Background: an optimization exercise with open tools, aiming at small area and a short achievable clock period. Do not read the settings as production practice.
In this exercise RTL edits were held to simulation tests only and were not proved equivalent to the original.
Power and IR drop assume default switching activity.

// uart_dbg_top
module uart_dbg_top (
  input  logic clk,
  input  logic arst_n_i,
  input  logic uart_rx_i,
  output logic uart_tx_o,
  output logic rx_overrun_o
);
  uart_pkg::byte_t     rx_data;
  logic                rx_valid;
  uart_pkg::byte_t     rx_head;
  logic                rx_ack, rx_cmd, rx_wr;
  logic                rx_pop;
  logic                rx_full;
  logic                rx_empty;
  uart_pkg::byte_t     tx_data;
  logic                tx_push;
  logic                tx_full;
  logic                tx_empty;
  uart_pkg::byte_t     tx_head;
  logic                tx_pop;
  logic                mem_wr;
  logic                mem_adv;
  dbg_pkg::mem_addr_t  mem_addr;
  uart_pkg::byte_t     mem_wdata;
  uart_pkg::byte_t     mem_rdata;
  uart_rx u_uart_rx (
    .clk        (clk),
    .arst_n_i   (arst_n_i),
    .uart_rx_i  (uart_rx_i),
    .rx_data_o  (rx_data),
    .rx_valid_o (rx_valid)
  );
  rx_fifo u_rx_fifo (
    .clk        (clk),
    .arst_n_i   (arst_n_i),
    .push_i     (rx_valid),
    .data_i     (rx_data),
    .pop_i      (rx_pop),
    .head_o     (rx_head),
    .head_ack_o (rx_ack),
    .head_cmd_o (rx_cmd),
    .head_wr_o  (rx_wr),
    .full_o     (rx_full),
    .empty_o    (rx_empty)
  );
  always_ff @(posedge clk or negedge arst_n_i) begin
    if (!arst_n_i) begin
      rx_overrun_o <= 1'b0;
    end else if (rx_valid && rx_full) begin
  ...
export LEC_CHECK = 0
export ABC_CLOCK_PERIOD_IN_PS = 2000
export CAP_MARGIN = 20
export CORE_MARGIN = 2
export CORE_UTILIZATION = 40
export SETUP_SLACK_MARGIN = 2.5
export SLEW_MARGIN = 20
create_clock -name core_clock -period 5.0 [get_ports {clk}]
run.sh (not shown) runs the stock make flow with config.mk's settings and CLKGATE_MAP_FILE= SYNTH_SCRIPT=/design/flow/synth_recipe.tcl, a recipe that flattens the netlist after the stock synthesis.
Next try:
CTS_BUF_LIST = sky130_fd_sc_hd__clkbuf_16   (was default)
CTS_CLUSTER_DIAMETER = 60   (was default)
CTS_CLUSTER_SIZE = 24   (was default)
After rerunning:
- The new run went through all stages and came out clean
- final cell count falls by 3.4%
- core utilization shrinks by 2.3 points
- die area does not change
- global-route usage came out lower by 0.21 points

== the baseline ==
uart_dbg_top, a different RTL version from the one above (not shown whole).
For scale: roughly 5 I/O pins, ~68000 sq um of cells after synthesis.
// uart_dbg_top
module uart_dbg_top (
  input  logic clk,
  input  logic arst_n_i,
  input  logic uart_rx_i,
  output logic uart_tx_o,
  output logic rx_overrun_o
);
make LEC_CHECK=0 ABC_CLOCK_PERIOD_IN_PS=2000 CAP_MARGIN=20 CORE_MARGIN=2 CORE_UTILIZATION=40 CTS_BUF_LIST=sky130_fd_sc_hd__clkbuf_16 CTS_CLUSTER_DIAMETER=60 CTS_CLUSTER_SIZE=24 SETUP_SLACK_MARGIN=3.0 SLEW_MARGIN=20 finish   # period 5.0 ns
The baseline: all stages complete, timing, DRC and antenna checks passed
What the candidate does differently from the baseline at the input level:
- SETUP_SLACK_MARGIN: 3.0 -> 2.8
- CTS_CLUSTER_SIZE: 24 -> 28
--- outcome ---
- Register-to-register slack ended up 0.04 ns lower on the candidate than on the baseline.
- Changes observed in the candidate relative to the baseline: relative contribution of combinational cells to total power now smaller; routed wire length now smaller.
- The baseline ended up with rx_overrun_o$_DFFE_PN0P_ as its startpoint of the most critical setup path; the candidate ended up with u_uart_tx.tx_n_q$_DFFE_PN0P_.
- Delta (the candidate minus the baseline): total cell area at the placement stage held; number of clock buffers in the layout down 12.
- On final setup slack of the worst path, the baseline tracks the candidate almost exactly.

the reference run:
Another version of the RTL of uart_dbg_top (not shown whole).
For scale: about 2600 flip-flops, about 5 I/O pins, roughly 0.068 mm² of cells after synthesis.
Settings: LEC_CHECK=0, ABC_CLOCK_PERIOD_IN_PS=2000, CAP_MARGIN=20, CORE_MARGIN=2, CORE_UTILIZATION=40, CTS_BUF_LIST=sky130_fd_sc_hd__clkbuf_16, CTS_CLUSTER_DIAMETER=60, CTS_CLUSTER_SIZE=24, SETUP_SLACK_MARGIN=3.1, SLEW_MARGIN=20; clock period 5.0 ns.
#### Input delta (the trial run over the reference run)
- swapping 3.1 for 2.8 in SETUP_SLACK_MARGIN
Findings:
For the reference run and the trial run, there was not a single run that failed to finish clean.
The core of the trial run is less densely filled than that of the reference run.
Diff the reference run -> the trial run: area growth from synthesis to final layout shows a reduction of 2.7 points, net switching share of the total power now sits at about the same level, net count reported at finish lower, share of the cycle needed by the critical path after routing moved up.
Post-route non-filler standard cell count: higher on the reference run
Changes observed in the trial run relative to the reference run: maximum frequency now sits lower, placed cell count now sits at about the same level, clock-pin slew of the registers on the worst-case setup and hold paths now sits at about the same level, detailed-route wire length now sits lower.
The reference run ended up with rx_overrun_o as its launching element of the worst setup path; the trial run ended up with u_uart_tx.tx_n_q.

## JK
uart_dbg_top, a different RTL version from the one above (not shown whole).
Size: about 2600 flip-flops, roughly 5 I/O pins.
// uart_dbg_top
module uart_dbg_top (
  input  logic clk,
  input  logic arst_n_i,
  input  logic uart_rx_i,
  output logic uart_tx_o,
  output logic rx_overrun_o
);
export LEC_CHECK = 0
export ABC_CLOCK_PERIOD_IN_PS = 2000
export CAP_MARGIN = 20
export CORE_MARGIN = 2
export CORE_UTILIZATION = 40
export CTS_BUF_LIST = sky130_fd_sc_hd__clkbuf_16
export CTS_CLUSTER_DIAMETER = 60
export CTS_CLUSTER_SIZE = 24
export SETUP_SLACK_MARGIN = 2.8
export SLEW_MARGIN = 20
create_clock -name core_clock -period 5.0 [get_ports {clk}]
Here is what was changed in the inputs of MS compared with JK.
# JK
export LEC_CHECK = 0
export ABC_CLOCK_PERIOD_IN_PS = 2000
export CAP_MARGIN = 20
export CORE_MARGIN = 2
export CORE_UTILIZATION = 40
export CTS_BUF_LIST = sky130_fd_sc_hd__clkbuf_16
export CTS_CLUSTER_DIAMETER = 60
export CTS_CLUSTER_SIZE = 24
export SETUP_SLACK_MARGIN = 2.8
export SLEW_MARGIN = 20
create_clock -name core_clock -period 5.0 [get_ports {clk}]
# MS
export LEC_CHECK = 0
export ABC_CLOCK_PERIOD_IN_PS = 2000
export CAP_MARGIN = 20
export CORE_MARGIN = 2
export CORE_UTILIZATION = 40
export CTS_BUF_LIST = sky130_fd_sc_hd__clkbuf_16
export CTS_CLUSTER_DIAMETER = 60
export CTS_CLUSTER_SIZE = 24
export SETUP_SLACK_MARGIN = 2.5
export SLEW_MARGIN = 20
create_clock -name core_clock -period 5.0 [get_ports {clk}]
- MS finished all stages; the layout is clean.
- On setup slack, JK and MS are basically level.
- Sort JK and MS by fraction of area in non-clock buffers, ascending, and MS comes first.
- MS does better than JK on via count.
- Delta (MS minus JK): number of CTS-inserted buffers increased 2.8%, final period utilization essentially unchanged.

[afterwards: timing with drivers on the ports]
How much do the figures lean on ideal ports? The routed layouts below were timed once more, with nothing changed but the port constraints. Step 1 assumes that a clkbuf_16 drives the clock port and a buf_2 every other input. Step 2 adds t to the input delays and takes it off the output delays; t is the mean of the earliest and latest rising clock arrival at the registers after step 1. Input paths then give back, and output paths get back, about the clock's delay inside the block. Three values: ideal, step 1, step 2; two values: the first two.
run	t, ns	slack for setup (ns)	clock arrival spread, ns	worst slew at a driven data input, ns
the first run of note 1	0.877	2.486 / 2.473 / 2.486	0.103 / 0.103	0.03
the second run of note 1	0.860	2.460 / 2.460 / 2.460	0.058 / 0.058	0.03
the baseline	0.868	2.687 / 2.612 / 2.770	0.042 / 0.042	0.03
the candidate	0.853	2.689 / 2.608 / 2.726	0.056 / 0.057	0.03
the reference run	0.865	2.665 / 2.592 / 2.721	0.044 / 0.044	0.03
the trial run	0.863	2.639 / 2.556 / 2.644	0.069 / 0.069	0.04
JK	0.860	2.565 / 2.565 / 2.565	0.052 / 0.052	0.03
MS	0.867	2.563 / 2.516 / 2.563	0.038 / 0.038	0.03
After both steps every run listed still meets setup and hold. Setup slack includes reset recovery checks.
